Source: an optimization exercise on an open RTL-to-GDS flow (aim: small area and few clock cycles). Production flows keep margins and buffers that such runs may drop. The RTL was checked by simulation tests, not by an equivalence proof against the original design.

Design rgb_led_blink_breathe_driver, start of the top module:
module rgb_led_blink_breathe_driver
(
    input  logic       clk,
    input  logic       rst_n,
    input  logic       cmd_valid,
    output logic       cmd_ready,
    input  logic [1:0] cmd_func,
    input  logic [7:0] cmd_red,
    input  logic [7:0] cmd_green,
    input  logic [7:0] cmd_blue,
    input  logic        cfg_valid,
    output logic        cfg_ready,
    input  logic        cfg_addr,
    input  logic [15:0] cfg_data,
    output logic       led_valid,
    input  logic       led_ready,
    output logic [7:0] led_duty_red,
    output logic [7:0] led_duty_green,
    output logic [7:0] led_duty_blue
);
==> flow/config.mk <==
export PLATFORM = sky130hd
export DESIGN_NAME = rgb_led_blink_breathe_driver
export DESIGN_NICKNAME = rgb_led_blink_breathe_driver
export VERILOG_FILES = /design/flow/design.v
export SDC_FILE = /design/flow/constraint.sdc
export NUM_CORES = 4
export LEC_CHECK = 0
export ABC_AREA = 1
export CAP_MARGIN = 20
export CORE_MARGIN = 2
export CORE_UTILIZATION = 40
export SLEW_MARGIN = 20
==> flow/constraint.sdc <==
create_clock -name core_clock -period 6.0 [get_ports {clk}]
set_input_delay 1.2000 -clock core_clock [delete_from_list [all_inputs] [get_ports {clk}]]
set_output_delay 1.2000 -clock core_clock [all_outputs]
set_load 0.01 [all_outputs]
standard.sh (not shown) runs the stock make flow with config.mk's settings and CLKGATE_MAP_FILE= SYNTH_SCRIPT=/design/flow/synth_recipe.tcl, a recipe that flattens the netlist after the stock synthesis.
==> flow/flow/run.sh <==
#!/bin/bash
set -euo pipefail
WORK=$(pwd)
bash "$WORK/standard.sh" "BUFFER_PORTS_ARGS=-buffer_cell sky130_fd_sc_hd__buf_1" finish > "$WORK/orfs_make.log" 2>&1
test -s "$WORK/out/final.def"
Testbench counts at the start, summed over its fixed seeds: cycles 20,208.
==> next run, changes <==
--- a/flow/config.mk
+++ b/flow/config.mk
@@ -11 +11,2 @@
-export CORE_UTILIZATION = 40
+export CORE_UTILIZATION = 50
+export GPL_TIMING_DRIVEN = 0
Effect: The new run went through all stages and came out clean; setup slack got worse by 0.060 ns; final cell count fell by about 2.2%; fmax fell by 1.1%; critical path depth stays the same; wire length rose by about 6%.
==> next run, changes <==
==> flow/flow/run.sh (replaced) <==
#!/bin/bash
set -euo pipefail
WORK=$(pwd)

# Synthesis script: synth_recipe.tcl with Yosys's abc command wrapped so that
# its -script argument names flow/area.abc.
{
  cat <<'TCL'
proc abc {args} {
  set i [lsearch -exact $args -script]
  if { $i >= 0 } {
    set args [lreplace $args [expr {$i + 1}] [expr {$i + 1}] $::env(OWN_ABC_SCRIPT)]
  }
  yosys abc {*}$args
}
TCL
  cat "$WORK/synth_recipe.tcl"
} > "$WORK/own_synth.tcl"
export OWN_ABC_SCRIPT="$WORK/flow/area.abc"

sed "s|SYNTH_SCRIPT=[^ ]*|SYNTH_SCRIPT=$WORK/own_synth.tcl|" "$WORK/standard.sh" > "$WORK/own_standard.sh"
grep -q "SYNTH_SCRIPT=$WORK/own_synth.tcl" "$WORK/own_standard.sh"

bash "$WORK/own_standard.sh" "BUFFER_PORTS_ARGS=-buffer_cell sky130_fd_sc_hd__buf_1" finish \
  > "$WORK/orfs_make.log" 2>&1
test -s "$WORK/out/final.def"
==> flow/flow/area.abc (new file) <==
strash
&get -n
&st
&dch -f
&nf -R 10
&put
topo
stime -c
buffer -c
upsize -c
dnsize -c
--- a/flow/config.mk
+++ b/flow/config.mk
@@ -11,2 +11 @@
-export CORE_UTILIZATION = 50
-export GPL_TIMING_DRIVEN = 0
+export CORE_UTILIZATION = 40
After rerunning: Sequential share of layout area came out lower by 0.14 points. Hold slack gets better by 0.023 ns. Via count drops by 6.9%. Critical path depth came out higher by 4. Final area went up by 0.53%. Setup slack is worse by 0.021 ns. Synthesized area hardly moves.

========
## run 1
Another version of the RTL of rgb_led_blink_breathe_driver (not shown whole).
For scale: ~2,100 cells after synthesis, roughly 110 flip-flops, ~75 I/O pins, about 0.015 mm2 of cells after synthesis.
clock: 6.0 ns
lec_check: 0
abc_area: 1
cap_margin: 20
core_margin: 2
core_utilization: 40
slew_margin: 20
run.sh (not shown) runs the stock make flow with config.mk's settings and CLKGATE_MAP_FILE= SYNTH_SCRIPT=/design/flow/synth_recipe.tcl, a recipe that flattens the netlist after the stock synthesis.
Stock flow here: none of the scripts above is used.
Testbench counts of run 1, summed over its fixed seeds: cycles 20,208.
Relative to run 1, the following input files were edited for run 2:
Settings: ABC_AREA removed (was 1); CORE_UTILIZATION changed from 40 to 65.
==> comparison <==
Run 2 completed end to end; final checks failed (negative setup slack).
As far as area used by sequential logic in the layout is concerned, run 2 and run 1 perform about the same.
Layout-stage area growth over the synthesis result was lower in run 1 than in run 2.
Run 1 -> run 2: overall via count from detail_route decreased by a few percent
Min final-report setup violation count across run 2 and run 1: run 1
| hold slack | run 2 vs run 1 | 32 ps higher |
Comparing run 2 and run 1, the lower fraction of cell area in non-clock buffers is on run 1.
For run 3, these inputs were changed with respect to run 2:
Settings: changing CORE_UTILIZATION from 65 to 40.
[summary]
- Of run 3 and run 2, just one finished clean: run 3.
- Run 2 had finished all stages when the layout checks came back failing, citing negative setup slack.
- Taking run 2 as the reference, in run 3 total wire length climbed 340 um; setup fix buffers added after clock tree synthesis dropped 7.
- Of run 3 and run 2, run 3 shows the lower final critical-path required period, with run 2 above it.
- Number of tap cells added at floorplan up 64% in run 3 wrt run 2
- Taking run 2 as the reference, in run 3 timing-limited maximum frequency picked up an extra 3.3 MHz; core area picked up an extra 62%; via count lost 487.
Relative to run 3, the following input files were edited for run 4:
==> flow/flow/run.sh (new file) <==
#!/bin/bash
# Own layout flow: the standard layout (standard.sh's make command, same
# settings and targets), except that the synthesis's final ABC technology
# mapping runs flow/area.abc instead of ORFS's abc_speed/abc_area script.
# Registers, their names and cell types are those of the standard synthesis:
# the change is only in how ABC maps the combinational logic.
set -euo pipefail
WORK=$(pwd)

# Synthesis script: synth_recipe.tcl with Yosys's abc command wrapped so that
# its -script argument names flow/area.abc.
{
  cat <<'TCL'
proc abc {args} {
  set i [lsearch -exact $args -script]
  if { $i >= 0 } {
    set args [lreplace $args [expr {$i + 1}] [expr {$i + 1}] $::env(OWN_ABC_SCRIPT)]
  }
  yosys abc {*}$args
}
TCL
  cat "$WORK/synth_recipe.tcl"
} > "$WORK/own_synth.tcl"
export OWN_ABC_SCRIPT="$WORK/flow/area.abc"

# standard.sh with the synthesis script swapped
sed "s|SYNTH_SCRIPT=[^ ]*|SYNTH_SCRIPT=$WORK/own_synth.tcl|" "$WORK/standard.sh" > "$WORK/own_standard.sh"
grep -q "SYNTH_SCRIPT=$WORK/own_synth.tcl" "$WORK/own_standard.sh"

bash "$WORK/own_standard.sh" finish > "$WORK/orfs_make.log" 2>&1
test -s "$WORK/out/final.def"
==> flow/flow/area.abc (new file) <==
strash
ifraig
scorr
dc2
dretime
strash
&get -n
&dch -f
&nf
&put
==> flow/standard.sh (new file) <==
#!/bin/bash
# synth_recipe.tcl (not shown) runs the flow's synth.tcl, then flattens the netlist and writes it again
# the make line also repeats each setting of config.mk as NAME=value (left out here)
make -C /OpenROAD-flow-scripts/flow DESIGN_CONFIG=/design/flow/config.mk WORK_HOME=/design/flow/orfs CLKGATE_MAP_FILE= SYNTH_SCRIPT=/design/flow/synth_recipe.tcl "${@:-finish}"
removed: flow/run.sh
==> run notes <==
The final reports for run 4 and run 3 show final routed wirelength across all metal layers lower in the former. Final checks on run 4, whose flow otherwise completed, came back failing, citing negative setup slack. [compare] base=run 3 new=run 4: met3 track utilization from global routing went down 0.26 points, final critical-path setup slack now sits lower, detailed placer's ending HPWL -3.0%, detailed route wirelength on metal3 has decreased.

port drivers added, routing unchanged:
In the flow no input, the clock included, has a driving cell. The finished layouts below were timed again as built, in two steps.
Step 1 sets driving cells, clkbuf_16 on the clock port and buf_2 on the other inputs (assumed; they add their load-dependent delay and slew).
Step 2 times the ports against the registers' clock, not the clock port: input delays grow and output delays shrink by t, the midpoint of the rising clock arrivals with the driver on.
Three values: ideal, step 1, step 2; two values: the first two.
| run | t, ns | setup WS [ns] | worst setup path at the end | pins driven straight from the clock port |
|---|---|---|---|---|
| the first run of note 1 | 0.466 | 0.370 / 0.370 / 0.370 | register to register | 1 |
| the second run of note 1 | 0.463 | 0.309 / 0.309 / 0.309 | register to register | 1 |
| the third run of note 1 | 0.474 | 0.288 / 0.288 / 0.288 | register to register | 1 |
| run 1 | 0.422 | 0.385 / 0.385 / 0.385 | register to register | 1 |
| run 2 | 0.429 | -0.010 / -0.010 / -0.010 | register to register | 1 |
| run 3 | 0.432 | 0.106 / 0.106 / 0.106 | register to register | 1 |
| run 4 | 0.415 | -0.517 / -0.517 / -0.517 | register to register | 1 |
